From an optimization exercise on the open Yosys and OpenROAD flow, aimed at small area; shortcuts taken in it are not production practice. Function was not checked in any run shown here: the RTL went through the layout flow alone.

==> design/flow/design.v <==
`timescale 1ns/1ps
module km_centroid_regs (
  input  logic                                     clk,
  input  logic                                     rst,
  input  logic                                     i_cent_wr,
  input  logic [2-1:0]                     i_cent_idx,
  input  logic [3*8-1:0]           i_cent_point,
  output logic [3*3*8-1:0] o_cents
);
  localparam int PW = 3*8;
  localparam logic [PW-1:0] CENT0_RST = {3{8'(0)}};
  localparam logic [PW-1:0] CENT1_RST = {3{8'(1)}};
  localparam logic [PW-1:0] CENT2_RST = {3{8'(2)}};
  logic [PW-1:0] wdata;
  assign wdata = i_cent_point & {PW{~rst}};
  always_ff @(posedge clk) begin
    if (rst || (i_cent_wr && i_cent_idx == 2'd0)) o_cents[0*PW +: PW] <= wdata | (CENT0_RST & {PW{rst}});
    if (rst || (i_cent_wr && i_cent_idx == 2'd1)) o_cents[1*PW +: PW] <= wdata | (CENT1_RST & {PW{rst}});
    if (rst || (i_cent_wr && i_cent_idx == 2'd2)) o_cents[2*PW +: PW] <= wdata | (CENT2_RST & {PW{rst}});
  end
endmodule
`timescale 1ns/1ps
module km_distance (
  input  logic                                     clk,
  input  logic [3*8-1:0]           i_point,
  input  logic [3*3*8-1:0] i_cents,
  output logic [3*18-1:0]          o_dists
);
  localparam int DW = 8;
  localparam int PW = 3*8;
  localparam int SW = 18;
  logic [PW-1:0]                 point_n;
  logic [3*PW-1:0]       absdiff_d;
  logic [3*PW-1:0]       absdiff;
  assign point_n = ~i_point;
  for (genvar c = 0; c < 3; c++) begin : g_cent
    for (genvar d = 0; d < 3; d++) begin : g_dim
      km_absdiff u_absdiff (
        .i_c   (i_cents[c*PW + d*DW +: DW]),
        .i_pn  (point_n[d*DW +: DW]),
        .o_abs (absdiff_d[c*PW + d*DW +: DW])
      );
    end
    km_sqsum u_sqsum (
      .i_v    (absdiff[c*PW +: PW]),
      .o_dist (o_dists[c*SW +: SW])
    );
  end
  always_ff @(posedge clk) absdiff <= absdiff_d;
endmodule
module km_absdiff (
  input  logic [7:0] i_c,
  input  logic [7:0] i_pn,
  output logic [7:0] o_abs
);
  wire s0;
  wire c0;
  km_ha u0 (.a(i_c[0]), .b(i_pn[0]), .s(s0), .co(c0));
  wire s1;
  wire c1;
  km_fa u1 (.a(i_c[1]), .b(i_pn[1]), .c(c0), .s(s1), .co(c1));
  wire s2;
  wire c2;
  km_fa u2 (.a(i_c[2]), .b(i_pn[2]), .c(c1), .s(s2), .co(c2));
  wire s3;
  wire c3;
  km_fa u3 (.a(i_c[3]), .b(i_pn[3]), .c(c2), .s(s3), .co(c3));
  wire s4;
  wire c4;
  km_fa u4 (.a(i_c[4]), .b(i_pn[4]), .c(c3), .s(s4), .co(c4));
  wire s5;
  wire c5;
  km_fa u5 (.a(i_c[5]), .b(i_pn[5]), .c(c4), .s(s5), .co(c5));
  wire s6;
  wire c6;
  km_fa u6 (.a(i_c[6]), .b(i_pn[6]), .c(c5), .s(s6), .co(c6));
  wire s7;
  wire c7;
  km_fa u7 (.a(i_c[7]), .b(i_pn[7]), .c(c6), .s(s7), .co(c7));
  wire [7:0] t = {s7, s6, s5, s4, s3, s2, s1, s0};
  wire gt = c7;
  wire [7:0] run;
  assign run[0] = 1'b1;
  for (genvar k = 1; k < 8; k++) begin : g_run
    assign run[k] = run[k-1] & t[k-1];
  end
  assign o_abs = ~(t ^ (~{8{gt}} | run));
endmodule
module km_sqsum (
  input  logic [23:0] i_v,
  output logic [18-1:0] o_dist
);
  wire n0 = ~(i_v[0] | i_v[1]);
  wire n1 = ~(i_v[0] | i_v[2]);
  wire n2 = ~(i_v[0] | i_v[3]);
  wire n3 = ~(i_v[0] | i_v[4]);
  wire n4 = ~(i_v[0] | i_v[5]);
  wire n5 = ~(i_v[0] | i_v[6]);
  wire n6 = ~(i_v[0] | i_v[7]);
  wire n7 = ~(i_v[1] | i_v[2]);
  wire n8 = ~(i_v[1] | i_v[3]);
  wire n9 = ~(i_v[1] | i_v[4]);
  wire n10 = ~(i_v[1] | i_v[5]);
  wire n11 = ~(i_v[1] | i_v[6]);
  wire n12 = ~(i_v[1] | i_v[7]);
  wire n13 = ~(i_v[2] | i_v[3]);
  wire n14 = ~(i_v[2] | i_v[4]);
  wire n15 = ~(i_v[2] | i_v[5]);
  wire n16 = ~(i_v[2] | i_v[6]);
  wire n17 = ~(i_v[2] | i_v[7]);
  wire n18 = ~(i_v[3] | i_v[4]);
  wire n19 = ~(i_v[3] | i_v[5]);
  wire n20 = ~(i_v[3] | i_v[6]);
  wire n21 = ~(i_v[3] | i_v[7]);
  wire n22 = ~(i_v[4] | i_v[5]);
  wire n23 = ~(i_v[4] | i_v[6]);
  wire n24 = ~(i_v[4] | i_v[7]);
  wire n25 = ~(i_v[5] | i_v[6]);
  wire n26 = ~(i_v[5] | i_v[7]);
  wire n27 = ~(i_v[6] | i_v[7]);
  wire n28 = ~(i_v[8] | i_v[9]);
  wire n29 = ~(i_v[8] | i_v[10]);
  wire n30 = ~(i_v[8] | i_v[11]);
  wire n31 = ~(i_v[8] | i_v[12]);
  wire n32 = ~(i_v[8] | i_v[13]);
  wire n33 = ~(i_v[8] | i_v[14]);
  wire n34 = ~(i_v[8] | i_v[15]);
  wire n35 = ~(i_v[9] | i_v[10]);
  wire n36 = ~(i_v[9] | i_v[11]);
  wire n37 = ~(i_v[9] | i_v[12]);
  wire n38 = ~(i_v[9] | i_v[13]);
  wire n39 = ~(i_v[9] | i_v[14]);
  wire n40 = ~(i_v[9] | i_v[15]);
  wire n41 = ~(i_v[10] | i_v[11]);
  wire n42 = ~(i_v[10] | i_v[12]);
  wire n43 = ~(i_v[10] | i_v[13]);
  wire n44 = ~(i_v[10] | i_v[14]);
  wire n45 = ~(i_v[10] | i_v[15]);
  wire n46 = ~(i_v[11] | i_v[12]);
  wire n47 = ~(i_v[11] | i_v[13]);
  wire n48 = ~(i_v[11] | i_v[14]);
  wire n49 = ~(i_v[11] | i_v[15]);
  wire n50 = ~(i_v[12] | i_v[13]);
  wire n51 = ~(i_v[12] | i_v[14]);
  wire n52 = ~(i_v[12] | i_v[15]);
  wire n53 = ~(i_v[13] | i_v[14]);
  wire n54 = ~(i_v[13] | i_v[15]);
  wire n55 = ~(i_v[14] | i_v[15]);
  wire n56 = ~(i_v[16] | i_v[17]);
  wire n57 = ~(i_v[16] | i_v[18]);
  wire n58 = ~(i_v[16] | i_v[19]);
  wire n59 = ~(i_v[16] | i_v[20]);
  wire n60 = ~(i_v[16] | i_v[21]);
  wire n61 = ~(i_v[16] | i_v[22]);
  wire n62 = ~(i_v[16] | i_v[23]);
  wire n63 = ~(i_v[17] | i_v[18]);
  wire n64 = ~(i_v[17] | i_v[19]);
  wire n65 = ~(i_v[17] | i_v[20]);
  wire n66 = ~(i_v[17] | i_v[21]);
  wire n67 = ~(i_v[17] | i_v[22]);
  wire n68 = ~(i_v[17] | i_v[23]);
  wire n69 = ~(i_v[18] | i_v[19]);
  wire n70 = ~(i_v[18] | i_v[20]);
  wire n71 = ~(i_v[18] | i_v[21]);
  wire n72 = ~(i_v[18] | i_v[22]);
  wire n73 = ~(i_v[18] | i_v[23]);
  wire n74 = ~(i_v[19] | i_v[20]);
  wire n75 = ~(i_v[19] | i_v[21]);
  wire n76 = ~(i_v[19] | i_v[22]);
  wire n77 = ~(i_v[19] | i_v[23]);
  wire n78 = ~(i_v[20] | i_v[21]);
  wire n79 = ~(i_v[20] | i_v[22]);
  wire n80 = ~(i_v[20] | i_v[23]);
  wire n81 = ~(i_v[21] | i_v[22]);
  wire n82 = ~(i_v[21] | i_v[23]);
  wire n83 = ~(i_v[22] | i_v[23]);
  wire s84;
  wire c84;
  km_fa u84 (.a(i_v[4]), .b(i_v[12]), .c(i_v[20]), .s(s84), .co(c84));
  wire s85;
  wire c85;
  km_fa u85 (.a(i_v[3]), .b(i_v[11]), .c(i_v[19]), .s(s85), .co(c85));
  wire s86;
  wire c86;
  km_ha u86 (.a(n4), .b(n9), .s(s86), .co(c86));
  wire s87;
  wire c87;
  km_fa u87 (.a(n5), .b(n10), .c(n14), .s(s87), .co(c87));
  wire s88;
  wire c88;
  km_fa u88 (.a(n6), .b(n11), .c(n15), .s(s88), .co(c88));
  wire s89;
  wire c89;
  km_fa u89 (.a(n18), .b(n34), .c(n39), .s(s89), .co(c89));
  wire s90;
  wire c90;
  km_ha u90 (.a(n43), .b(n46), .s(s90), .co(c90));
  wire s91;
  wire c91;
  km_fa u91 (.a(n12), .b(n16), .c(n19), .s(s91), .co(c91));
  wire s92;
  wire c92;
  km_fa u92 (.a(n40), .b(n44), .c(n47), .s(s92), .co(c92));
  wire s93;
  wire c93;
  km_fa u93 (.a(i_v[5]), .b(i_v[13]), .c(i_v[21]), .s(s93), .co(c93));
  wire s94;
  wire c94;
  km_fa u94 (.a(n17), .b(n20), .c(n22), .s(s94), .co(c94));
  wire s95;
  wire c95;
  km_ha u95 (.a(n45), .b(n48), .s(s95), .co(c95));
  wire s96;
  wire c96;
  km_fa u96 (.a(i_v[2]), .b(i_v[10]), .c(i_v[18]), .s(s96), .co(c96));
  wire s97;
  wire c97;
  km_ha u97 (.a(n2), .b(n7), .s(s97), .co(c97));
  wire s98;
  wire c98;
  km_fa u98 (.a(n3), .b(n8), .c(n31), .s(s98), .co(c98));
  wire s99;
  wire c99;
  km_fa u99 (.a(n13), .b(n32), .c(n37), .s(s99), .co(c99));
  wire s100;
  wire c100;
  km_fa u100 (.a(n41), .b(n60), .c(n65), .s(s100), .co(c100));
  wire s101;
  wire c101;
  km_fa u101 (.a(n33), .b(n38), .c(n42), .s(s101), .co(c101));
  wire s102;
  wire c102;
  km_fa u102 (.a(n61), .b(n66), .c(n70), .s(s102), .co(c102));
  wire s103;
  wire c103;
  km_ha u103 (.a(c86), .b(s87), .s(s103), .co(c103));
  wire s104;
  wire c104;
  km_fa u104 (.a(n62), .b(n67), .c(n71), .s(s104), .co(c104));
  wire s105;
  wire c105;
  km_fa u105 (.a(n74), .b(s90), .c(c87), .s(s105), .co(c105));
  wire n106 = ~s84;
  wire s107;
  wire c107;
  km_fa u107 (.a(n106), .b(s88), .c(s89), .s(s107), .co(c107));
  wire s108;
  wire c108;
  km_fa u108 (.a(n68), .b(n72), .c(n75), .s(s108), .co(c108));
  wire s109;
  wire c109;
  km_fa u109 (.a(c90), .b(c88), .c(c89), .s(s109), .co(c109));
  wire n110 = ~c84;
  wire s111;
  wire c111;
  km_fa u111 (.a(n110), .b(s91), .c(s92), .s(s111), .co(c111));
  wire s112;
  wire c112;
  km_fa u112 (.a(n50), .b(n73), .c(n76), .s(s112), .co(c112));
  wire s113;
  wire c113;
  km_fa u113 (.a(n78), .b(s95), .c(c91), .s(s113), .co(c113));
  wire n114 = ~s93;
  wire s115;
  wire c115;
  km_fa u115 (.a(n114), .b(c92), .c(s94), .s(s115), .co(c115));
  wire s116;
  wire c116;
  km_fa u116 (.a(n21), .b(n23), .c(n49), .s(s116), .co(c116));
  wire s117;
  wire c117;
  km_fa u117 (.a(n51), .b(n77), .c(n79), .s(s117), .co(c117));
  wire n118 = ~c93;
  wire s119;
  wire c119;
  km_fa u119 (.a(c95), .b(n118), .c(c94), .s(s119), .co(c119));
  wire s120;
  wire c120;
  km_fa u120 (.a(i_v[6]), .b(i_v[14]), .c(i_v[22]), .s(s120), .co(c120));
  wire s121;
  wire c121;
  km_fa u121 (.a(n24), .b(n25), .c(n52), .s(s121), .co(c121));
  wire s122;
  wire c122;
  km_fa u122 (.a(n53), .b(n80), .c(n81), .s(s122), .co(c122));
  wire s123;
  wire c123;
  km_fa u123 (.a(i_v[1]), .b(i_v[9]), .c(i_v[17]), .s(s123), .co(c123));
  wire s124;
  wire c124;
  km_fa u124 (.a(n30), .b(n35), .c(n58), .s(s124), .co(c124));
  wire s125;
  wire c125;
  km_fa u125 (.a(n36), .b(n59), .c(n64), .s(s125), .co(c125));
  wire s126;
  wire c126;
  km_ha u126 (.a(c97), .b(s98), .s(s126), .co(c126));
  wire s127;
  wire c127;
  km_fa u127 (.a(n69), .b(s86), .c(c98), .s(s127), .co(c127));
  wire n128 = ~s85;
  wire s129;
  wire c129;
  km_fa u129 (.a(n128), .b(s99), .c(s100), .s(s129), .co(c129));
  wire s130;
  wire c130;
  km_fa u130 (.a(c99), .b(c100), .c(s101), .s(s130), .co(c130));
  wire n131 = ~c85;
  wire s132;
  wire c132;
  km_fa u132 (.a(n131), .b(s102), .c(s103), .s(s132), .co(c132));
  wire s133;
  wire c133;
  km_fa u133 (.a(c101), .b(c102), .c(s104), .s(s133), .co(c133));
  wire s134;
  wire c134;
  km_fa u134 (.a(c103), .b(s105), .c(s107), .s(s134), .co(c134));
  wire s135;
  wire c135;
  km_fa u135 (.a(c104), .b(s108), .c(c105), .s(s135), .co(c135));
  wire s136;
  wire c136;
  km_fa u136 (.a(s109), .b(c107), .c(s111), .s(s136), .co(c136));
  wire s137;
  wire c137;
  km_fa u137 (.a(c108), .b(s112), .c(c109), .s(s137), .co(c137));
  wire s138;
  wire c138;
  km_fa u138 (.a(s113), .b(c111), .c(s115), .s(s138), .co(c138));
  wire s139;
  wire c139;
  km_fa u139 (.a(c112), .b(s116), .c(s117), .s(s139), .co(c139));
  wire s140;
  wire c140;
  km_fa u140 (.a(c113), .b(s119), .c(c115), .s(s140), .co(c140));
  wire s141;
  wire c141;
  km_fa u141 (.a(c116), .b(c117), .c(s121), .s(s141), .co(c141));
  wire n142 = ~s120;
  wire s143;
  wire c143;
  km_fa u143 (.a(n142), .b(s122), .c(c119), .s(s143), .co(c143));
  wire s144;
  wire c144;
  km_fa u144 (.a(n26), .b(n54), .c(n82), .s(s144), .co(c144));
  wire n145 = ~c120;
  wire s146;
  wire c146;
  km_fa u146 (.a(n145), .b(c121), .c(c122), .s(s146), .co(c146));
  wire s147;
  wire c147;
  km_fa u147 (.a(i_v[7]), .b(i_v[15]), .c(i_v[23]), .s(s147), .co(c147));
  wire s148;
  wire c148;
  km_fa u148 (.a(n27), .b(n55), .c(n83), .s(s148), .co(c148));
  wire s149;
  wire c149;
  km_ha u149 (.a(n0), .b(n28), .s(s149), .co(c149));
  wire s150;
  wire c150;
  km_fa u150 (.a(n1), .b(n29), .c(n57), .s(s150), .co(c150));
  wire s151;
  wire c151;
  km_fa u151 (.a(n63), .b(s97), .c(s124), .s(s151), .co(c151));
  wire s152;
  wire c152;
  km_fa u152 (.a(c124), .b(s125), .c(s126), .s(s152), .co(c152));
  wire s153;
  wire c153;
  km_fa u153 (.a(c125), .b(c126), .c(s127), .s(s153), .co(c153));
  wire s154;
  wire c154;
  km_fa u154 (.a(c127), .b(c129), .c(s130), .s(s154), .co(c154));
  wire s155;
  wire c155;
  km_fa u155 (.a(c130), .b(s133), .c(c132), .s(s155), .co(c155));
  wire s156;
  wire c156;
  km_fa u156 (.a(c133), .b(s135), .c(c134), .s(s156), .co(c156));
  wire s157;
  wire c157;
  km_fa u157 (.a(c135), .b(s137), .c(c136), .s(s157), .co(c157));
  wire s158;
  wire c158;
  km_fa u158 (.a(s139), .b(c137), .c(c138), .s(s158), .co(c158));
  wire s159;
  wire c159;
  km_fa u159 (.a(c139), .b(s141), .c(s143), .s(s159), .co(c159));
  wire s160;
  wire c160;
  km_fa u160 (.a(s144), .b(s146), .c(c141), .s(s160), .co(c160));
  wire s161;
  wire c161;
  km_fa u161 (.a(c144), .b(s148), .c(c146), .s(s161), .co(c161));
  wire n162 = i_v[0] ^ i_v[8];
  wire n163 = ~(i_v[0] | i_v[8]);
  wire s164;
  wire c164;
  km_ha u164 (.a(n56), .b(s149), .s(s164), .co(c164));
  wire n165 = ~c123;
  wire s166;
  wire c166;
  km_fa u166 (.a(c149), .b(n165), .c(s150), .s(s166), .co(c166));
  wire n167 = ~s96;
  wire s168;
  wire c168;
  km_fa u168 (.a(n167), .b(c150), .c(s151), .s(s168), .co(c168));
  wire n169 = ~c96;
  wire s170;
  wire c170;
  km_fa u170 (.a(n169), .b(c151), .c(s152), .s(s170), .co(c170));
  wire s171;
  wire c171;
  km_fa u171 (.a(s129), .b(c152), .c(s153), .s(s171), .co(c171));
  wire s172;
  wire c172;
  km_fa u172 (.a(s132), .b(c153), .c(s154), .s(s172), .co(c172));
  wire s173;
  wire c173;
  km_fa u173 (.a(c154), .b(s134), .c(s155), .s(s173), .co(c173));
  wire s174;
  wire c174;
  km_fa u174 (.a(s136), .b(c155), .c(s156), .s(s174), .co(c174));
  wire s175;
  wire c175;
  km_fa u175 (.a(s138), .b(c156), .c(s157), .s(s175), .co(c175));
  wire s176;
  wire c176;
  km_fa u176 (.a(s140), .b(c157), .c(s158), .s(s176), .co(c176));
  wire s177;
  wire c177;
  km_fa u177 (.a(c140), .b(c158), .c(s159), .s(s177), .co(c177));
  wire s178;
  wire c178;
  km_fa u178 (.a(c143), .b(s160), .c(c159), .s(s178), .co(c178));
  wire n179 = ~s147;
  wire s180;
  wire c180;
  km_fa u180 (.a(n179), .b(s161), .c(c160), .s(s180), .co(c180));
  wire n181 = ~c147;
  wire s182;
  wire c182;
  km_fa u182 (.a(n181), .b(c148), .c(c161), .s(s182), .co(c182));
  wire n183 = ~i_v[16];
  wire n184 = ~s123;
  wire c185;
  km_ha u185 (.a(n183), .b(n162), .s(o_dist[0]), .co(c185));
  wire c186;
  km_ha u186 (.a(n163), .b(c185), .s(o_dist[1]), .co(c186));
  wire c187;
  km_fa u187 (.a(n184), .b(s164), .c(c186), .s(o_dist[2]), .co(c187));
  wire c188;
  km_fa u188 (.a(c164), .b(s166), .c(c187), .s(o_dist[3]), .co(c188));
  wire c189;
  km_fa u189 (.a(c166), .b(s168), .c(c188), .s(o_dist[4]), .co(c189));
  wire c190;
  km_fa u190 (.a(c168), .b(s170), .c(c189), .s(o_dist[5]), .co(c190));
  wire s191;
  wire c191;
  km_ha u191 (.a(s171), .b(c170), .s(s191), .co(c191));
  wire s192;
  wire c192;
  km_ha u192 (.a(s172), .b(c171), .s(s192), .co(c192));
  wire s193;
  wire c193;
  km_ha u193 (.a(s173), .b(c172), .s(s193), .co(c193));
  wire s194;
  wire c194;
  km_ha u194 (.a(s174), .b(c173), .s(s194), .co(c194));
  wire s195;
  wire c195;
  km_ha u195 (.a(s175), .b(c174), .s(s195), .co(c195));
  wire s196;
  wire c196;
  km_ha u196 (.a(s176), .b(c175), .s(s196), .co(c196));
  wire s197;
  wire c197;
  km_ha u197 (.a(s177), .b(c176), .s(s197), .co(c197));
  wire s198;
  wire c198;
  km_ha u198 (.a(s178), .b(c177), .s(s198), .co(c198));
  wire s199;
  wire c199;
  km_ha u199 (.a(s180), .b(c178), .s(s199), .co(c199));
  wire s200;
  wire c200;
  km_ha u200 (.a(s182), .b(c180), .s(s200), .co(c200));
  wire n201 = c191 | (s191 & c190);
  wire n202 = c192 | (s192 & n201);
  wire n203 = s192 & s191;
  wire n204 = c194 | (s194 & c193);
  wire n205 = s194 & s193;
  wire n206 = c196 | (s196 & c195);
  wire n207 = s196 & s195;
  wire n208 = c198 | (s198 & c197);
  wire n209 = s198 & s197;
  wire n210 = c200 | (s200 & c199);
  wire n211 = s200 & s199;
  wire n212 = 1'b0 | (1'b0 & 1'b0);
  wire n213 = 1'b0 & c182;
  wire n214 = c193 | (s193 & n202);
  wire n215 = s193 & n203;
  wire n216 = n204 | (n205 & n202);
  wire n217 = n205 & n203;
  wire n218 = c197 | (s197 & n206);
  wire n219 = s197 & n207;
  wire n220 = n208 | (n209 & n206);
  wire n221 = n209 & n207;
  wire n222 = 1'b0 | (c182 & n210);
  wire n223 = c182 & n211;
  wire n224 = n212 | (n213 & n210);
  wire n225 = n213 & n211;
  wire n226 = c195 | (s195 & n216);
  wire n227 = s195 & n217;
  wire n228 = n206 | (n207 & n216);
  wire n229 = n207 & n217;
  wire n230 = n218 | (n219 & n216);
  wire n231 = n219 & n217;
  wire n232 = n220 | (n221 & n216);
  wire n233 = n221 & n217;
  wire n234 = c199 | (s199 & n232);
  wire n235 = s199 & n233;
  wire n236 = n210 | (n211 & n232);
  wire n237 = n211 & n233;
  wire n238 = n222 | (n223 & n232);
  wire n239 = n223 & n233;
  wire n240 = n224 | (n225 & n232);
  wire n241 = n225 & n233;
  assign o_dist[6] = s191 ^ c190;
  assign o_dist[7] = s192 ^ n201;
  assign o_dist[8] = s193 ^ n202;
  assign o_dist[9] = s194 ^ n214;
  assign o_dist[10] = s195 ^ n216;
  assign o_dist[11] = s196 ^ n226;
  assign o_dist[12] = s197 ^ n228;
  assign o_dist[13] = s198 ^ n230;
  assign o_dist[14] = s199 ^ n232;
  assign o_dist[15] = s200 ^ n234;
  assign o_dist[16] = c182 ^ n236;
  assign o_dist[17] = 1'b0 ^ n238;
endmodule
module km_sum_add (
  input  logic [15:0] i_q,
  input  logic [7:0]  i_p,
  input  logic        i_hit,
  output logic [15:0] o_s
);
  wire n0 = i_p[0] & i_hit;
  wire n1 = i_p[1] & i_hit;
  wire n2 = i_p[2] & i_hit;
  wire n3 = i_p[3] & i_hit;
  wire n4 = i_p[4] & i_hit;
  wire n5 = i_p[5] & i_hit;
  wire n6 = i_p[6] & i_hit;
  wire n7 = i_p[7] & i_hit;
  wire c8;
  km_ha u8 (.a(i_q[0]), .b(n0), .s(o_s[0]), .co(c8));
  wire c9;
  km_fa u9 (.a(i_q[1]), .b(n1), .c(c8), .s(o_s[1]), .co(c9));
  wire c10;
  km_fa u10 (.a(i_q[2]), .b(n2), .c(c9), .s(o_s[2]), .co(c10));
  wire c11;
  km_fa u11 (.a(i_q[3]), .b(n3), .c(c10), .s(o_s[3]), .co(c11));
  wire c12;
  km_fa u12 (.a(i_q[4]), .b(n4), .c(c11), .s(o_s[4]), .co(c12));
  wire c13;
  km_fa u13 (.a(i_q[5]), .b(n5), .c(c12), .s(o_s[5]), .co(c13));
  wire c14;
  km_fa u14 (.a(i_q[6]), .b(n6), .c(c13), .s(o_s[6]), .co(c14));
  wire c15;
  km_fa u15 (.a(i_q[7]), .b(n7), .c(c14), .s(o_s[7]), .co(c15));
  wire c16;
  km_ha u16 (.a(i_q[8]), .b(c15), .s(o_s[8]), .co(c16));
  wire c17;
  km_ha u17 (.a(i_q[9]), .b(c16), .s(o_s[9]), .co(c17));
  wire c18;
  km_ha u18 (.a(i_q[10]), .b(c17), .s(o_s[10]), .co(c18));
  wire c19;
  km_ha u19 (.a(i_q[11]), .b(c18), .s(o_s[11]), .co(c19));
  wire c20;
  km_ha u20 (.a(i_q[12]), .b(c19), .s(o_s[12]), .co(c20));
  wire c21;
  km_ha u21 (.a(i_q[13]), .b(c20), .s(o_s[13]), .co(c21));
  wire c22;
  km_ha u22 (.a(i_q[14]), .b(c21), .s(o_s[14]), .co(c22));
  assign o_s[15] = i_q[15] ^ c22;
endmodule
module km_cnt_inc (
  input  logic [8:0] i_q,
  input  logic       i_hit,
  output logic [8:0] o_q
);
  wire c0;
  km_ha u0 (.a(i_q[0]), .b(i_hit), .s(o_q[0]), .co(c0));
  wire c1;
  km_ha u1 (.a(i_q[1]), .b(c0), .s(o_q[1]), .co(c1));
  wire c2;
  km_ha u2 (.a(i_q[2]), .b(c1), .s(o_q[2]), .co(c2));
  wire c3;
  km_ha u3 (.a(i_q[3]), .b(c2), .s(o_q[3]), .co(c3));
  wire c4;
  km_ha u4 (.a(i_q[4]), .b(c3), .s(o_q[4]), .co(c4));
  wire c5;
  km_ha u5 (.a(i_q[5]), .b(c4), .s(o_q[5]), .co(c5));
  wire c6;
  km_ha u6 (.a(i_q[6]), .b(c5), .s(o_q[6]), .co(c6));
  wire c7;
  km_ha u7 (.a(i_q[7]), .b(c6), .s(o_q[7]), .co(c7));
  assign o_q[8] = i_q[8] ^ c7;
endmodule
module km_fa (input logic a, input logic b, input logic c, output logic s, output logic co);
  assign s  = a ^ b ^ c;
  assign co = (a & b) | (a & c) | (b & c);
endmodule
module km_ha (input logic a, input logic b, output logic s, output logic co);
  assign s  = a ^ b;
  assign co = a & b;
endmodule
`timescale 1ns/1ps
module km_argmin (
  input  logic [3*18-1:0] i_dists,
  output logic [2-1:0]            o_idx,
  output logic [18-1:0]           o_dist
);
  localparam int SW = 18;
  logic [SW-1:0] d0, d1, d2;
  assign d0 = i_dists[0*SW +: SW];
  assign d1 = i_dists[1*SW +: SW];
  assign d2 = i_dists[2*SW +: SW];
  function automatic logic less(input logic [SW-1:0] a, input logic [SW-1:0] b);
    logic br;
    br = 1'b0;
    for (int i = 0; i < SW; i++) begin
      br = (~a[i] & b[i]) | (~a[i] & br) | (b[i] & br);
    end
    less = br;
  endfunction
  logic lt01, lt02, lt12, sel0, sel1, sel2;
  assign lt01 = less(d0, d1);
  assign lt02 = less(d0, d2);
  assign lt12 = less(d1, d2);
  assign sel0 = lt01 & lt02;
  assign sel1 = ~lt01 & lt12;
  assign sel2 = ~sel0 & ~sel1;
  assign o_idx  = {sel2, sel1};
  assign o_dist = ({SW{sel0}} & d0) | ({SW{sel1}} & d1) | ({SW{sel2}} & d2);
endmodule
`timescale 1ns/1ps
module km_delay_line #(
  parameter int WIDTH = 1,
  parameter int DEPTH = 6
) (
  input  logic             clk,
  input  logic [WIDTH-1:0] i_data,
  output logic [WIDTH-1:0] o_data
);
  logic [(DEPTH-1)*WIDTH-1:0] stages;
  always_ff @(posedge clk) begin
    {o_data, stages} <= {stages, i_data};
  end
endmodule
`timescale 1ns/1ps
module km_accumulator (
  input  logic                           clk,
  input  logic                           rst,
  input  logic                           i_clear,
  input  logic                           i_acc_valid,
  input  logic [2-1:0]           i_acc_idx,
  input  logic [3*8-1:0] i_acc_point,
  input  logic                           i_rd_en,
  input  logic [2-1:0]           i_rd_idx,
  output logic                           o_rd_valid,
  output logic [3*16-1:0]  o_rd_sum,
  output logic [9-1:0]         o_rd_count
);
  localparam int DW = 8;
  localparam int UW = 16;
  localparam int VW = 3*16;
  localparam int NW = 9;
  logic [3*VW-1:0] sums, sums_d;
  logic [3*NW-1:0] counts, counts_d;
  logic                           up_clear;
  logic                           up_valid;
  logic [2-1:0]           up_idx;
  logic [3*8-1:0] up_point;
  always_ff @(posedge clk) begin
    up_clear <= rst | i_clear;
    up_valid <= i_acc_valid;
    up_idx   <= i_acc_idx;
    up_point <= i_acc_point;
  end
  for (genvar c = 0; c < 3; c++) begin : g_cent
    logic hit;
    assign hit = up_valid & (up_idx == c);
    for (genvar d = 0; d < 3; d++) begin : g_dim
      km_sum_add u_add (
        .i_q   (sums[c*VW + d*UW +: UW]),
        .i_p   (up_point[d*DW +: DW]),
        .i_hit (hit),
        .o_s   (sums_d[c*VW + d*UW +: UW])
      );
    end
    km_cnt_inc u_inc (
      .i_q   (counts[c*NW +: NW]),
      .i_hit (hit),
      .o_q   (counts_d[c*NW +: NW])
    );
  end
  always_ff @(posedge clk) begin
    sums   <= up_clear ? '0 : sums_d;
    counts <= up_clear ? '0 : counts_d;
  end
  logic [3-1:0] rd_sel;
  always_ff @(posedge clk) begin
    if (rst) begin
      o_rd_valid <= 1'b0;
    end else begin
      o_rd_valid <= i_rd_en;
    end
    for (int c = 0; c < 3; c++) rd_sel[c] <= (i_rd_idx == c);
  end
  always_comb begin
    o_rd_sum   = '0;
    o_rd_count = '0;
    for (int c = 0; c < 3; c++) begin
      o_rd_sum   = o_rd_sum   | (sums[c*VW +: VW]   & {VW{rd_sel[c]}});
      o_rd_count = o_rd_count | (counts[c*NW +: NW] & {NW{rd_sel[c]}});
    end
  end
endmodule
`timescale 1ns/1ps
module km_top (
  input  logic             clk,
  input  logic             rst,
  input  logic             i_cent_wr,
  input  logic [2-1:0]            i_cent_idx,
  input  logic [3*8-1:0]  i_cent_point,
  input  logic             i_valid,
  input  logic [3*8-1:0]  i_point,
  input  logic             i_clear,
  input  logic             i_rd_en,
  input  logic [2-1:0]            i_rd_idx,
  output logic             o_assign_valid,
  output logic [2-1:0]            o_assign_idx,
  output logic [18-1:0]           o_assign_dist,
  output logic [3*8-1:0]  o_assign_point,
  output logic             o_rd_valid,
  output logic [3*16-1:0]  o_rd_sum,
  output logic [9-1:0]          o_rd_count
);
  localparam int PW = 3*8;
  localparam int RW = 2 + 18;
  logic [3*PW-1:0]         cents;
  logic [3*18-1:0] dists;
  logic [2-1:0]            win_idx;
  logic [18-1:0]           win_dist;
  km_centroid_regs u_cent_regs (
    .clk          (clk),
    .rst          (rst),
    .i_cent_wr    (i_cent_wr),
    .i_cent_idx   (i_cent_idx),
    .i_cent_point (i_cent_point),
    .o_cents      (cents)
  );
  km_distance u_distance (
    .clk     (clk),
    .i_point (i_point),
    .i_cents (cents),
    .o_dists (dists)
  );
  km_argmin u_argmin (
    .i_dists (dists),
    .o_idx   (win_idx),
    .o_dist  (win_dist)
  );
  km_delay_line #(
    .WIDTH (RW),
    .DEPTH (6 - 1)
  ) u_result_dly (
    .clk    (clk),
    .i_data ({win_idx, win_dist}),
    .o_data ({o_assign_idx, o_assign_dist})
  );
  km_delay_line #(
    .WIDTH (PW),
    .DEPTH (6)
  ) u_point_dly (
    .clk    (clk),
    .i_data (i_point),
    .o_data (o_assign_point)
  );
  logic [6-2:0] valid_sr;
  always_ff @(posedge clk) begin
    if (rst) {o_assign_valid, valid_sr} <= '0;
    else     {o_assign_valid, valid_sr} <= {valid_sr, i_valid};
  end
  km_accumulator u_accumulator (
    .clk         (clk),
    .rst         (rst),
    .i_clear     (i_clear),
    .i_acc_valid (o_assign_valid),
    .i_acc_idx   (o_assign_idx),
    .i_acc_point (o_assign_point),
    .i_rd_en     (i_rd_en),
    .i_rd_idx    (i_rd_idx),
    .o_rd_valid  (o_rd_valid),
    .o_rd_sum    (o_rd_sum),
    .o_rd_count  (o_rd_count)
  );
endmodule
==> design/flow/flow/run.sh <==
#!/bin/bash
# Own layout flow: the standard flow (standard.sh, unchanged synthesis and
# steps) with two steps' settings changed through the environment:
#  - port buffers are the smallest buffer cell (every port is still buffered)
#  - clock tree synthesis inserts no dummy loads and builds the tree from
#    small clock buffers, clustering at most 20 sinks within 60 um
# Each tool's full output goes to the ORFS logs under orfs/logs/, and the
# output of the whole make run to standard.log in this folder.
set -euo pipefail
export BUFFER_PORTS_ARGS="-buffer_cell sky130_fd_sc_hd__buf_1"
export CTS_ARGS="-sink_clustering_enable -repair_clock_nets -dont_use_dummy_load -buf_list {sky130_fd_sc_hd__clkbuf_4 sky130_fd_sc_hd__clkbuf_8} -sink_clustering_size 20 -sink_clustering_max_diameter 60"
bash standard.sh > standard.log 2>&1
==> design/flow/standard.sh <==
#!/bin/bash
# synth_recipe.tcl (not shown) runs the flow's synth.tcl, then flattens the netlist and writes it again
# the make line also repeats each setting of config.mk as NAME=value (left out here)
make -C /OpenROAD-flow-scripts/flow DESIGN_CONFIG=/design/flow/config.mk WORK_HOME=/design/flow/orfs CLKGATE_MAP_FILE= SYNTH_SCRIPT=/design/flow/synth_recipe.tcl "${@:-finish}"
==> design/flow/config.mk <==
export PLATFORM = sky130hd
export DESIGN_NAME = km_top
export DESIGN_NICKNAME = km_top
export VERILOG_FILES = /design/flow/design.v
export SDC_FILE = /design/flow/constraint.sdc
export NUM_CORES = 4
export LEC_CHECK = 0
export CAP_MARGIN = 20
export CORE_MARGIN = 2
export CORE_UTILIZATION = 75
export PLACE_DENSITY = 0.85
export SLEW_MARGIN = 20
export SYNTH_HIERARCHICAL = 1
export SYNTH_MINIMUM_KEEP_SIZE = 0
==> design/flow/constraint.sdc <==
create_clock -name core_clock -period 7.0 [get_ports {clk}]
set_input_delay 1.4000 -clock core_clock [delete_from_list [all_inputs] [get_ports {clk}]]
set_output_delay 1.4000 -clock core_clock [all_outputs]
set_load 0.01 [all_outputs]
==> flow_summary.json, run 1 <==
{
  "run_status": "complete, no violations",
  "ys_seq_elements": 597,
  "synth_fp_nets": 3047,
  "grt_pass1_vias": 19738,
  "synthCells": 2440,
  "syn_area_per_cell_um2": 12.2,
  "dieArea_mm2": 0.0412,
  "syn-cell-area_mm2": 0.0297,
  "finish.utilization": 0.813,
  "clock_sink_count": 597,
  "global_route.usage.met1": 0.444,
  "detail_route.iter0.violations": 1500,
  "hold_path_depth": 0,
  "unique_cell_type_count_in_the_yosys_netlist": 66,
  "largest_net_degree_at_the_start_of_global_routing": 106,
  "busiest_layer": "met2",
  "synth_most_common_cell": "dfxtp_1",
  "gp_congestion": 0.940,
  "remaining_global_route_overflow": 0,
  "clockBufferDepth": 3,
  "critical_path.reg2reg.endpoint": "u_result_dly.stages[5]",
  "timing.critical_path.to": "u_result_dly.stages[5]",
  "hold_class": "flip-flop to flip-flop",
  "timing_worst_setup_path_type": "flip-flop to flip-flop",
  "clock_skew_ns": 0.0725,
  "clk_transition_reported_paths_ns": 0.11,
  "cp_startpoint_kind": "flip-flop",
  "cp_cell_sequence": "nor2_1 > fa_1 > fa_1 > fa_1 > fa_1 > fa_1 > ha_1 > or2_2 > ha_1 > or2_2 > ha_1 > nor2_1 > xnor2_2 > nor2b_1 > a2111o_1 > a2111o_1 > o22ai_2 > o21ai_2 > o311a_1 > o211a_1 > buf_4 > a221oi_2",
  "worst_skew_pair.late_latency_ns": 0.64,
  "num_vias": 18433,
  "die_h_um": 203,
  "remaining_drc_errors": 0,
  "hold_viol_final": 0,
  "clock_tree_from_tritoncts": "done",
  "cp_data_required_time_ns": 7.55,
  "ys_async_sr_fraction": 0,
  "worst_path_largest_cell_delay_ns": 0.52,
  "fin_crit_ns": 6.74,
  "slew_viol_final": 0,
  "timing.critical_path.mode_cell": "fa_1",
  "post_detail_place_hpwl_mm": 51.7,
  "layout-area-overhead-vs-synth_pct": 6.46,
  "reg2reg_setup_slack_ns": 0.26,
  "rows": 72,
  "crit_path_start": "u_distance.absdiff[40]",
  "port_buffers": 160,
  "met3_usage": 0.0560,
  "reg2reg_from": "u_distance.absdiff[40]",
  "boundaryPins": 161,
  "maxSlewHeadroom": 0.238,
  "top_achievable_clock_speed_ghz": 0.148,
  "cts_hold_repair.buffers": 0,
  "synth_area_leaders": "dfxtp_1, fa_1, ha_1",
  "use_met2": 0.555,
  "pre_cts_slack_ns": -0.216,
  "synthDominantAreaCellType": "dfxtp_1",
  "worst_path_fanout_max": 13,
  "dpl.cell_count": 3093,
  "period_utilization_post_route": 0.963,
  "setup_ws_ns": 0.261,
  "detail_route.wl_per_cell_um": 21.2,
  "global_route.usage.total": 0.331,
  "ff2ff_path_depth": 22,
  "antenna_violations_before_repair": 3,
  "synth.yosys.seq_area_share": 0.426,
  "detail-route-antenna-nets": 0,
  "ys_warn_count": 13,
  "finish.cell_count_without_fillers": 3137,
  "fillerInstances": 2204,
  "floorplan.initialDensity": 0.764,
  "drt-total-wl_mm": 66.4,
  "core_area_mm2": 0.0389,
  "drt_first_pass_iters": 9,
  "nets": 3226,
  "dominantRegCellSynth": "dfxtp_1",
  "ctsRootBufferMaster": "clkbuf_8",
  "yosys_top_cell_area_share": 0.354,
  "worst_slew_pin_slew_ns": 1.14,
  "maxCapViolCount": 0,
  "critPathSlowestCell": "fa_1",
  "layout-drive-gt1-share": 0.0676,
  "worst-endpoint-arrival_ns": 7.29,
  "setup_viol": 0,
  "final.hold.worst_slack_ns": 0.306,
  "route.detailed.vias_per_inst": 5.88,
  "depth_of_the_cts_h_tree": 2,
  "tritoncts_buffers": 40,
  "yosys-top-cells-count": "dfxtp_1, fa_1, nor2_1, nor2b_1, inv_1",
  "die_w_um": 203,
  "edff_count_synth": 72,
  "wire_length_of_the_first_global_routing_pass_mm": 104,
  "critPathCaptureType": "flip-flop"
}
-- registers in the layout, summed over array words and instances (netlist names) --
register                  cells
u_result_dly.o_data          20
u_accumulator.counts         27
u_accumulator.up_valid        1
u_point_dly.stages          120
u_cent_regs.o_cents          72
u_accumulator.rd_sel          3
u_result_dly.stages          80
u_accumulator.up_clear        1
u_distance.absdiff           72
u_accumulator.sums          144
u_accumulator.up_idx          2
u_point_dly.o_data           24
u_accumulator.up_point       24
valid_sr                      5
u_accumulator.o_rd_valid      1
o_assign_valid                1
-- how the worst min path moves through the flow --
| stage | start | end | slack (ns) |
|---|---|---|---|
| floorplan | u_point_dly.stages[96] | u_point_dly.o_data[0] | 0.31 |
| global placement | u_result_dly.stages[52] | u_result_dly.stages[72] | 0.31 |
| detailed placement | u_point_dly.stages[90] | u_point_dly.stages[114] | 0.31 |
| CTS | u_point_dly.stages[23] | u_point_dly.stages[47] | 0.30 |
| global route | u_point_dly.stages[26] | u_point_dly.stages[50] | 0.31 |
| finish | u_point_dly.stages[23] | u_point_dly.stages[47] | 0.31 |
-- modules after synthesis (local to each module, per instance), a selection --
module	cells inside	copies in the design	area (um2)
km_distance	96	1	1530
km_cnt_inc	1	3	8.76
km_centroid_regs	110	1	2400
km_top	12	1	158
km_fa	1	366	20.0
km_absdiff	21	9	135
km_sum_add	9	9	58.8
km_accumulator	533	1	6190
km_argmin	209	1	1380
km_sqsum	144	3	673
km_ha	1	165	12.5
-- worst max-delay path: cells and delay by family (launching register included) --
| family | cells | cell delay [ns] |
|---|---|---|
| compound gates | 7 | 1.95 |
| xor+xnor | 1 | 0.16 |
| fa+ha+maj | 8 | 2.86 |
| buf+inv | 1 | 0.21 |
| flops | 1 | 0.38 |
| simple gates | 5 | 1.10 |
-- layer usage --
metal	wire length, um	up-vias
met1	27200	9258
met4	1890	2
met2	32700	767
met3	4650	132
li1	-	8274
met5	11	-
-- final cells by class --
| type | instances | area, um2 | share of cell area |
|---|---|---|---|
| Tap cell | 518 | 648 | 0.0205 |
| Multi-Input combinational cell | 1579 | 16000 | 0.507 |
| Inverter | 196 | 736 | 0.0232 |
| Timing Repair Buffer | 205 | 952 | 0.0301 |
| Sequential cell | 597 | 12700 | 0.402 |
| Clock buffer | 40 | 551 | 0.0174 |
| Antenna cell | 2 | 5.00 | 0.000158 |
-- through the flow --
step           setup TNS, ns  cell area [um2]
2_1_floorplan              0            29700
3_3_place_gp               0            30900
3_5_place_dp           -2.21            30900
4_1_cts                    0            31500
5_1_grt             -0.00717            31600
6_report                   0            31700
-- logic make-up (layout without fill, tap and decap cells) --
| family | count (synthesis) | count (layout) | synth area share |
|---|---|---|---|
| simple gates | 733 | 733 | 0.126 |
| compound gates | 195 | 195 | 0.0546 |
| xor+xnor | 90 | 90 | 0.0265 |
| buf+inv | 264 | 441 | 0.0394 |
| fa+ha+maj | 561 | 561 | 0.328 |
| other cells | 0 | 2 | 0 |
| flops | 597 | 597 | 0.426 |
-- timing repair --
action,in CTS,in global routing
buffers inserted,0,2
endpoints found under the setup margin,17,19
pin swaps,0,5
resized for setup,7,41
-- cell usage in the layout, fill, tap and decap left out, types with 13 or more instances in the layout --
cell      count
dfxtp_1     502
fa_1        366
nor2_1      288
nor2b_1     212
inv_1       195
ha_1        183
buf_1       159
and2_1       75
edfxtp_1     72
xnor2_1      71
nand2_1      63
a222oi_1     59
buf_4        44
clkbuf_8     40
o21ai_1      34
nand2b_1     22
nand3_1      21
dfxtp_2      17
xor2_1       15
a221oi_2     15
a21oi_1      13
==> run 2, diff against run 1 <==
--- a/design/flow/design.v
+++ b/design/flow/design.v
@@ -5,39 +5,37 @@
   input  logic                                     i_cent_wr,
   input  logic [2-1:0]                     i_cent_idx,
   input  logic [3*8-1:0]           i_cent_point,
-  output logic [3*3*8-1:0] o_cents
+  output logic [3*3*8-1:0] o_cents_n
 );
   localparam int PW = 3*8;
   localparam logic [PW-1:0] CENT0_RST = {3{8'(0)}};
   localparam logic [PW-1:0] CENT1_RST = {3{8'(1)}};
   localparam logic [PW-1:0] CENT2_RST = {3{8'(2)}};
-  logic [PW-1:0] wdata;
-  assign wdata = i_cent_point & {PW{~rst}};
+  logic [PW-1:0] wdata_n;
+  assign wdata_n = ~i_cent_point | {PW{rst}};
   always_ff @(posedge clk) begin
-    if (rst || (i_cent_wr && i_cent_idx == 2'd0)) o_cents[0*PW +: PW] <= wdata | (CENT0_RST & {PW{rst}});
-    if (rst || (i_cent_wr && i_cent_idx == 2'd1)) o_cents[1*PW +: PW] <= wdata | (CENT1_RST & {PW{rst}});
-    if (rst || (i_cent_wr && i_cent_idx == 2'd2)) o_cents[2*PW +: PW] <= wdata | (CENT2_RST & {PW{rst}});
+    if (rst || (i_cent_wr && i_cent_idx == 2'd0)) o_cents_n[0*PW +: PW] <= wdata_n & ~(CENT0_RST & {PW{rst}});
+    if (rst || (i_cent_wr && i_cent_idx == 2'd1)) o_cents_n[1*PW +: PW] <= wdata_n & ~(CENT1_RST & {PW{rst}});
+    if (rst || (i_cent_wr && i_cent_idx == 2'd2)) o_cents_n[2*PW +: PW] <= wdata_n & ~(CENT2_RST & {PW{rst}});
   end
 endmodule
 `timescale 1ns/1ps
 module km_distance (
   input  logic                                     clk,
   input  logic [3*8-1:0]           i_point,
-  input  logic [3*3*8-1:0] i_cents,
+  input  logic [3*3*8-1:0] i_cents_n,
   output logic [3*18-1:0]          o_dists
 );
   localparam int DW = 8;
   localparam int PW = 3*8;
   localparam int SW = 18;
-  logic [PW-1:0]                 point_n;
   logic [3*PW-1:0]       absdiff_d;
   logic [3*PW-1:0]       absdiff;
-  assign point_n = ~i_point;
   for (genvar c = 0; c < 3; c++) begin : g_cent
     for (genvar d = 0; d < 3; d++) begin : g_dim
       km_absdiff u_absdiff (
-        .i_c   (i_cents[c*PW + d*DW +: DW]),
-        .i_pn  (point_n[d*DW +: DW]),
+        .i_a   (i_point[d*DW +: DW]),
+        .i_bn  (i_cents_n[c*PW + d*DW +: DW]),
         .o_abs (absdiff_d[c*PW + d*DW +: DW])
       );
     end
@@ -49,34 +47,34 @@
   always_ff @(posedge clk) absdiff <= absdiff_d;
 endmodule
 module km_absdiff (
-  input  logic [7:0] i_c,
-  input  logic [7:0] i_pn,
+  input  logic [7:0] i_a,
+  input  logic [7:0] i_bn,
   output logic [7:0] o_abs
 );
   wire s0;
   wire c0;
-  km_ha u0 (.a(i_c[0]), .b(i_pn[0]), .s(s0), .co(c0));
+  km_ha u0 (.a(i_a[0]), .b(i_bn[0]), .s(s0), .co(c0));
   wire s1;
   wire c1;
-  km_fa u1 (.a(i_c[1]), .b(i_pn[1]), .c(c0), .s(s1), .co(c1));
+  km_fa u1 (.a(i_a[1]), .b(i_bn[1]), .c(c0), .s(s1), .co(c1));
   wire s2;
   wire c2;
-  km_fa u2 (.a(i_c[2]), .b(i_pn[2]), .c(c1), .s(s2), .co(c2));
+  km_fa u2 (.a(i_a[2]), .b(i_bn[2]), .c(c1), .s(s2), .co(c2));
   wire s3;
   wire c3;
-  km_fa u3 (.a(i_c[3]), .b(i_pn[3]), .c(c2), .s(s3), .co(c3));
+  km_fa u3 (.a(i_a[3]), .b(i_bn[3]), .c(c2), .s(s3), .co(c3));
   wire s4;
   wire c4;
-  km_fa u4 (.a(i_c[4]), .b(i_pn[4]), .c(c3), .s(s4), .co(c4));
+  km_fa u4 (.a(i_a[4]), .b(i_bn[4]), .c(c3), .s(s4), .co(c4));
   wire s5;
   wire c5;
-  km_fa u5 (.a(i_c[5]), .b(i_pn[5]), .c(c4), .s(s5), .co(c5));
+  km_fa u5 (.a(i_a[5]), .b(i_bn[5]), .c(c4), .s(s5), .co(c5));
   wire s6;
   wire c6;
-  km_fa u6 (.a(i_c[6]), .b(i_pn[6]), .c(c5), .s(s6), .co(c6));
+  km_fa u6 (.a(i_a[6]), .b(i_bn[6]), .c(c5), .s(s6), .co(c6));
   wire s7;
   wire c7;
-  km_fa u7 (.a(i_c[7]), .b(i_pn[7]), .c(c6), .s(s7), .co(c7));
+  km_fa u7 (.a(i_a[7]), .b(i_bn[7]), .c(c6), .s(s7), .co(c7));
   wire [7:0] t = {s7, s6, s5, s4, s3, s2, s1, s0};
   wire gt = c7;
   wire [7:0] run;
@@ -750,7 +748,7 @@
 );
   localparam int PW = 3*8;
   localparam int RW = 2 + 18;
-  logic [3*PW-1:0]         cents;
+  logic [3*PW-1:0]         cents_n;
   logic [3*18-1:0] dists;
   logic [2-1:0]            win_idx;
   logic [18-1:0]           win_dist;
@@ -760,12 +758,12 @@
     .i_cent_wr    (i_cent_wr),
     .i_cent_idx   (i_cent_idx),
     .i_cent_point (i_cent_point),
-    .o_cents      (cents)
+    .o_cents_n    (cents_n)
   );
   km_distance u_distance (
     .clk     (clk),
     .i_point (i_point),
-    .i_cents (cents),
+    .i_cents_n (cents_n),
     .o_dists (dists)
   );
   km_argmin u_argmin (
--- a/design/flow/config.mk
+++ b/design/flow/config.mk
@@ -7,8 +7,8 @@
 export LEC_CHECK = 0
 export CAP_MARGIN = 20
 export CORE_MARGIN = 2
-export CORE_UTILIZATION = 75
-export PLACE_DENSITY = 0.85
+export CORE_UTILIZATION = 60
+export PLACE_DENSITY = 0.7
 export SLEW_MARGIN = 20
 export SYNTH_HIERARCHICAL = 1
 export SYNTH_MINIMUM_KEEP_SIZE = 0
==> run 2 against run 1 <==
Against the previous run:
- still clean on timing, DRC and antenna
- fmax decreased by 0.47%
- clock-buffer cell count increased by 2
- register-to-register slack worse by 0.03 ns
==> flow_summary.json, run 2 <==
{
  "synth_most_common_cell": "dfxtp_1",
  "fillerInstances": 3812,
  "dominantRegCellSynth": "dfxtp_1",
  "setup_viol": 0,
  "largest_net_degree_at_the_start_of_global_routing": 101,
  "top_achievable_clock_speed_ghz": 0.148,
  "syn_area_per_cell_um2": 12.3,
  "die_w_um": 226,
  "syn-cell-area_mm2": 0.0296,
  "slew_viol_final": 0,
  "global_route.usage.total": 0.257,
  "layout-drive-gt1-share": 0.0755,
  "drt-total-wl_mm": 63.7,
  "ctsRootBufferMaster": "clkbuf_8",
  "clock_skew_ns": 0.149,
  "remaining_global_route_overflow": 0,
  "clockBufferDepth": 3,
  "floorplan.initialDensity": 0.606,
  "run_status": "complete, no violations",
  "port_buffers": 160,
  "synth_area_leaders": "dfxtp_1, fa_1, ha_1",
  "yosys_top_cell_area_share": 0.355,
  "layout_commonest_cell": "dfxtp_1",
  "tritoncts_buffers": 42,
  "timing_worst_setup_path_type": "flip-flop to flip-flop",
  "finish.cell_count_without_fillers": 3272,
  "die_h_um": 226,
  "boundaryPins": 161,
  "hold_class": "flip-flop to flip-flop",
  "depth_of_the_cts_h_tree": 2,
  "remaining_drc_errors": 0,
  "worst_slew_pin_slew_ns": 1.06,
  "worst_path_fanout_max": 14,
  "detail_route.iter0.violations": 1445,
  "setup_ws_ns": 0.229,
  "critPathCaptureType": "flip-flop",
  "worst_skew_pair.late_latency_ns": 0.68,
  "drt_first_pass_iters": 9,
  "maxSlewHeadroom": 0.293,
  "antenna_cells": 0,
  "max_ffs_per_register": 144,
  "register_area_mm2": 0.0127,
  "synth_fp_nets": 3023,
  "rows": 81,
  "ys_seq_elements": 597,
  "maxCapViolCount": 0,
  "hold_viol_final": 0,
  "yosys-top-cells-count": "dfxtp_1, fa_1, nor2_1, nor2b_1, ha_1",
  "wire_length_of_the_first_global_routing_pass_mm": 101,
  "antenna_violations_before_repair": 1,
  "gp_congestion": 0.882,
  "dpl.cell_count": 3221,
  "fin_tns_setup_ns": 0,
  "ys_warn_count": 13,
  "ys_async_sr_fraction": 0,
  "route.detailed.vias_per_inst": 5.50,
  "pre_cts_slack_ns": -0.102,
  "unique_cell_type_count_in_the_yosys_netlist": 65,
  "grt_pass1_vias": 18751,
  "detail-route-antenna-nets": 0,
  "nets": 3217,
  "clk_transition_reported_paths_ns": 0.11,
  "core_area_mm2": 0.0488,
  "top_register": "u_accumulator.sums",
  "clock_sink_count": 597,
  "clock_tree_from_tritoncts": "done",
  "synth.yosys.seq_area_share": 0.428,
  "num_vias": 17986,
  "cp_startpoint_kind": "flip-flop",
  "period_utilization_post_route": 0.967,
  "synthCells": 2416,
  "fin_crit_ns": 6.77,
  "post_detail_place_hpwl_mm": 50.0,
  "detail_route.wl_per_cell_um": 19.5,
  "layout-area-overhead-vs-synth_pct": 7.54,
  "cp_data_required_time_ns": 7.50,
  "synthDominantAreaCellType": "dfxtp_1",
  "worst-endpoint-arrival_ns": 7.27,
  "edff_count_synth": 72,
  "multi_input_comb_area_mm2": 0.0160,
  "final.hold.worst_slack_ns": 0.268,
  "dieArea_mm2": 0.0512,
  "final_cell_mix": "dfxtp_1, fa_1, nor2_1"
}
## run 2: stage by stage
step	util	cell area, um2
6_report	0.652	31900
5_1_grt	0.652	31900
4_1_cts	0.647	31600
3_5_place_dp	0.635	31000
3_3_place_gp	0.635	31000
2_1_floorplan	-	29600
## run 2: worst max-delay path, cell delays in order, from the launching register on
cell and delay, ns:
dfxtp_4 0.42, nor2_2 0.06, fa_1 0.57, fa_1 0.45, fa_1 0.48, fa_1 0.43, fa_1 0.38, ha_1 0.20
or2_2 0.27, ha_1 0.19, o211ai_1 0.19, nand2_2 0.12, a21oi_2 0.17, inv_1 0.06, ha_1 0.19, nor2_2 0.12
xnor2_2 0.12, nand2b_1 0.20, o211ai_1 0.14, nand3_2 0.15, o31ai_4 0.29, a21oi_2 0.07, maj3_2 0.32, o32a_1 0.36
o211a_1 0.14, buf_4 0.20, a221oi_1 0.29
## run 2: worst paths after layout
check                           cells after the start  slack (ns)                   start                endpoint
worst max-delay path                               26        0.23   u_distance.absdiff[8]  u_result_dly.stages[2]
worst min register to register                      0        0.27  u_point_dly.stages[64]  u_point_dly.stages[88]
worst max register to register                     26        0.23   u_distance.absdiff[8]  u_result_dly.stages[2]
worst min-delay path                                0        0.27  u_point_dly.stages[64]  u_point_dly.stages[88]
## run 2: layer usage
layer,up-vias,wire [um],GRT usage
met2,557,30000,0.417
met5,-,0,0
li1,8238,-,-
met1,9101,28500,0.361
met4,0,1520,0.0722
met3,90,3720,0.0399
## run 2: cell families (layout without fill, tap and decap cells)
kind of cell | count (synthesis) | count (layout) | synth area share
compound gates | 195 | 195 | 0.0548
buf+inv | 240 | 432 | 0.0363
xor+xnor | 90 | 90 | 0.0266
simple gates | 733 | 733 | 0.125
fa+ha+maj | 561 | 561 | 0.329
flops | 597 | 597 | 0.428
## run 2: repair_timing
action / CTS / global route
endpoints found under the setup margin: 17 / 19
cloned: 0 / 0
setup buffers: 1 / 8
pin swaps: 1 / 10
gates resized for setup: 6 / 43
hold buffers: 0 / 0
## run 2: area by class of cell
class	instances	area share
Tap cell	664	0.0261
Sequential cell	597	0.399
Multi-Input combinational cell	1579	0.504
Clock buffer	42	0.0181
Timing Repair Buffer	218	0.0330
Inverter	172	0.0203
## run 2: Yosys stat by module (local to each module, per instance), excerpt
| module | flip-flops and latches | cells inside |
|---|---|---|
| km_accumulator | 203 | 533 |
| km_centroid_regs | 72 | 110 |
| km_distance | 72 | 72 |
| km_argmin | 0 | 209 |
| km_sqsum | 0 | 144 |
| km_fa | 0 | 1 |
| km_cnt_inc | 0 | 1 |
==> run 3, diff against run 2 <==
--- a/design/flow/config.mk
+++ b/design/flow/config.mk
@@ -8,6 +8,7 @@
 export CAP_MARGIN = 20
 export CORE_MARGIN = 2
 export CORE_UTILIZATION = 60
+export GPL_TIMING_DRIVEN = 0
 export PLACE_DENSITY = 0.7
 export SLEW_MARGIN = 20
 export SYNTH_HIERARCHICAL = 1
==> run 3 against run 2 <==
Against the previous run:
- die area is the same
- synthesized area stayed put
- design area is 1.7% higher
- routed wire length down 0.75%
- fmax decreased by 0.40%
- setup slack lost 0.027 ns
- global-route usage decreased by 0.26 points
- via count is 0.95% higher
- critical path depth fell by 2
- cell count is 1.2% higher
- critical endpoint is now u_result_dly.stages[11]
- highest routed layer unchanged
==> flow_summary.json, run 3 <==
{
  "cp_startpoint_kind": "flip-flop",
  "worst_skew_pair.late_latency_ns": 0.64,
  "synth.yosys.seq_area_share": 0.428,
  "top_register": "u_accumulator.sums",
  "maxCapViolCount": 0,
  "detail-route-antenna-nets": 0,
  "hold_viol_final": 0,
  "wire_length_of_the_first_global_routing_pass_mm": 100,
  "fin_crit_ns": 6.80,
  "boundaryPins": 161,
  "met3_wirelength_mm": 3.59,
  "remaining_global_route_overflow": 0,
  "hold_class": "flip-flop to flip-flop",
  "synthDominantAreaCellType": "dfxtp_1",
  "timing_worst_setup_path_type": "flip-flop to flip-flop",
  "critPathCaptureType": "flip-flop",
  "grt_pass1_vias": 18724,
  "depth_of_the_cts_h_tree": 2,
  "syn_area_per_cell_um2": 12.3,
  "register_area_mm2": 0.0128,
  "largest_net_degree_at_the_start_of_global_routing": 26,
  "unique_cell_type_count_in_the_yosys_netlist": 65,
  "detail_route.iter0.violations": 1414,
  "highest-signal-layer": "met4",
  "dieArea_mm2": 0.0512,
  "slew_viol_final": 0,
  "global_route.usage.total": 0.254,
  "final_cell_mix": "dfxtp_1, fa_1, nor2_1",
  "clock_sink_count": 597,
  "top_achievable_clock_speed_ghz": 0.147,
  "ys_seq_elements": 597,
  "drt_first_pass_iters": 9,
  "maxSlewHeadroom": 0.320,
  "remaining_drc_errors": 0,
  "yosys_top_cell_area_share": 0.355,
  "ys_warn_count": 13,
  "layout-area-overhead-vs-synth_pct": 9.39,
  "run_status": "complete, no violations",
  "max_ffs_per_register": 144,
  "nets": 3256,
  "fillerInstances": 3797,
  "setup_viol": 0,
  "synth_fp_nets": 3023,
  "worst-endpoint-arrival_ns": 7.29,
  "layout_commonest_cell": "dfxtp_1",
  "clock_tree_from_tritoncts": "done",
  "synth_area_leaders": "dfxtp_1, fa_1, ha_1",
  "multi_input_comb_area_mm2": 0.0162,
  "yosys-top-cells-count": "dfxtp_1, fa_1, nor2_1, nor2b_1, ha_1",
  "detail_route.wl_per_cell_um": 19.1,
  "worst_slew_pin_slew_ns": 1.02,
  "route.detailed.vias_per_inst": 5.48,
  "num_vias": 18157,
  "dominantRegCellSynth": "dfxtp_1",
  "fin_tns_setup_ns": 0,
  "met2_length_mm": 29.8,
  "drt-met1-wl_mm": 27.9,
  "clk_transition_reported_paths_ns": 0.10,
  "tritoncts_buffers": 43,
  "syn-cell-area_mm2": 0.0296,
  "dpl.cell_count": 3242,
  "synthCells": 2416,
  "die_h_um": 226,
  "worst_path_fanout_max": 10,
  "synth_most_common_cell": "dfxtp_1",
  "post_dp_cell_area_mm2": 0.0311,
  "floorplan.initialDensity": 0.606,
  "layout-drive-gt1-share": 0.101,
  "clock_skew_ns": 0.103,
  "die_w_um": 226,
  "drt-total-wl_mm": 63.2,
  "antenna_violations_before_repair": 1,
  "core_area_mm2": 0.0488,
  "clockBufferDepth": 3,
  "cp_data_required_time_ns": 7.49,
  "rows": 81,
  "post_detail_place_hpwl_mm": 49.7,
  "finish.cell_count_without_fillers": 3312,
  "port_buffers": 160,
  "ctsRootBufferMaster": "clkbuf_8",
  "fin_area_mm2": 0.0324,
  "period_utilization_post_route": 0.971,
  "edff_count_synth": 72,
  "ys_async_sr_fraction": 0,
  "gp_congestion": 0.896
}
-- run 3: changes by cell type in the layout (fill, tap and decap cells not counted), moves of 6 or more --
cell | previous run | this run
fa_2 | 0 | 6
buf_6 | 0 | 12
nor2_2 | 4 | 11
buf_4 | 57 | 49
buf_2 | 0 | 17
dfxtp_1 | 504 | 479
clkbuf_1 | 0 | 14
nor2_1 | 293 | 284
dfxtp_4 | 3 | 26
fa_1 | 366 | 360
-- run 3: metrics by stage --
| stage | worst slack, ns | util | hold WS (ns) |
|---|---|---|---|
| 2_1_floorplan | 0.424 | - | 0.310 |
| 3_3_place_gp | -0.370 | 0.636 | 0.310 |
| 3_5_place_dp | -0.439 | 0.637 | 0.312 |
| 4_1_cts | 0.000924 | 0.651 | 0.257 |
| 5_1_grt | -0.0396 | 0.663 | 0.255 |
| 6_report | 0.202 | 0.663 | 0.259 |
-- run 3: area by class of cell --
cell class                      count  area share
Multi-Input combinational cell   1579       0.500
Sequential cell                   597       0.395
Timing Repair Buffer              197      0.0284
Tap cell                          664      0.0256
Inverter                          172      0.0199
Clock buffer                       43      0.0183
Buffer                             59      0.0124
Antenna cell                        1   0.0000772
-- run 3: logic make-up (layout without fill, tap and decap cells) --
group                    after synthesis  in the layout  share of synthesized area
flip-flops                           597            597                      0.428
AND/OR/NAND/NOR                      733            733                      0.125
adder cells (fa/ha/maj)              561            561                      0.329
other                                  0              1                          0
XOR/XNOR                              90             90                     0.0266
AO/OA/AOI/OAI                        195            195                     0.0548
buffers and inverters                240            471                     0.0363
-- run 3: worst paths after layout --
path,depth (start not counted),slack [ns],startpoint,endpoint
max,24,0.20,u_distance.absdiff[32],u_result_dly.stages[11]
min,0,0.26,u_point_dly.stages[18],u_point_dly.stages[42]
max reg2reg,24,0.20,u_distance.absdiff[32],u_result_dly.stages[11]
min reg2reg,0,0.26,u_point_dly.stages[18],u_point_dly.stages[42]
-- run 3: timing repair --
action	in CTS	in global routing
pin swaps	1	31
gates resized for setup	58	77
setup buffers	3	32
setup endpoints to repair	19	19
hold buffers	0	0
-- run 3: critical path, cell delays in order, from the launching register on --
cell and delay (ns):
dfxtp_4 0.42, nor2_1 0.08, fa_1 0.56, fa_1 0.44
fa_1 0.48, fa_1 0.42, fa_1 0.37, ha_1 0.19
or2_2 0.27, ha_1 0.19, o211ai_1 0.19, nand2_2 0.13
a21oi_4 0.20, inv_1 0.07, ha_2 0.38, inv_1 0.12
maj3_1 0.36, maj3_2 0.36, o31a_1 0.31, o32a_1 0.34
buf_6 0.12, o211a_1 0.11, buf_6 0.13, buf_12 0.15
a221oi_4 0.29
-- run 3: per-layer routing --
layer	global-route usage	vias up
met5	0	-
met4	0.0832	0
met3	0.0406	113
met2	0.410	571
met1	0.354	9144
li1	-	8329
-- run 3: Yosys stat by module (local to each module, per instance), a selection --
| module | flip-flops and latches | area [um2] |
|---|---|---|
| km_sqsum | 0 | 673 |
| km_distance | 72 | 1440 |
| km_argmin | 0 | 1380 |
| km_sum_add | 0 | 58.8 |
| km_fa | 0 | 20.0 |
| km_cnt_inc | 0 | 8.76 |
| km_accumulator | 203 | 6190 |
| km_ha | 0 | 12.5 |
| km_centroid_regs | 72 | 2390 |
| km_absdiff | 0 | 135 |
| km_top | 6 | 158 |

afterwards: timing with drivers on the ports:
The results above use ideal ports. As a check the final layouts listed here were re-extracted and re-timed, cells and wires unchanged. Step 1 sets driving cells, clkbuf_16 on the clock port and buf_2 on the other inputs (assumed; they add their load-dependent delay and slew). Step 2 times the ports against the registers' clock, not the clock port: input delays grow and output delays shrink by t, the midpoint of the rising clock arrivals with the driver on. Three values: no drivers, after step 1, after step 2; two values: the first two.
run	shift t [ns]	setup slack, ns	worst hold slack (ns)	clock arrival spread, ns	worst data-port slew with drivers (ns)
run 1	0.662	0.261 / 0.261 / 0.261	0.306 / 0.306 / 0.306	0.083 / 0.083	0.07
run 2	0.659	0.229 / 0.229 / 0.229	0.268 / 0.268 / 0.268	0.150 / 0.149	0.05
run 3	0.644	0.202 / 0.202 / 0.202	0.259 / 0.259 / 0.259	0.110 / 0.110	0.06
After both steps setup and hold are still met in every run listed.
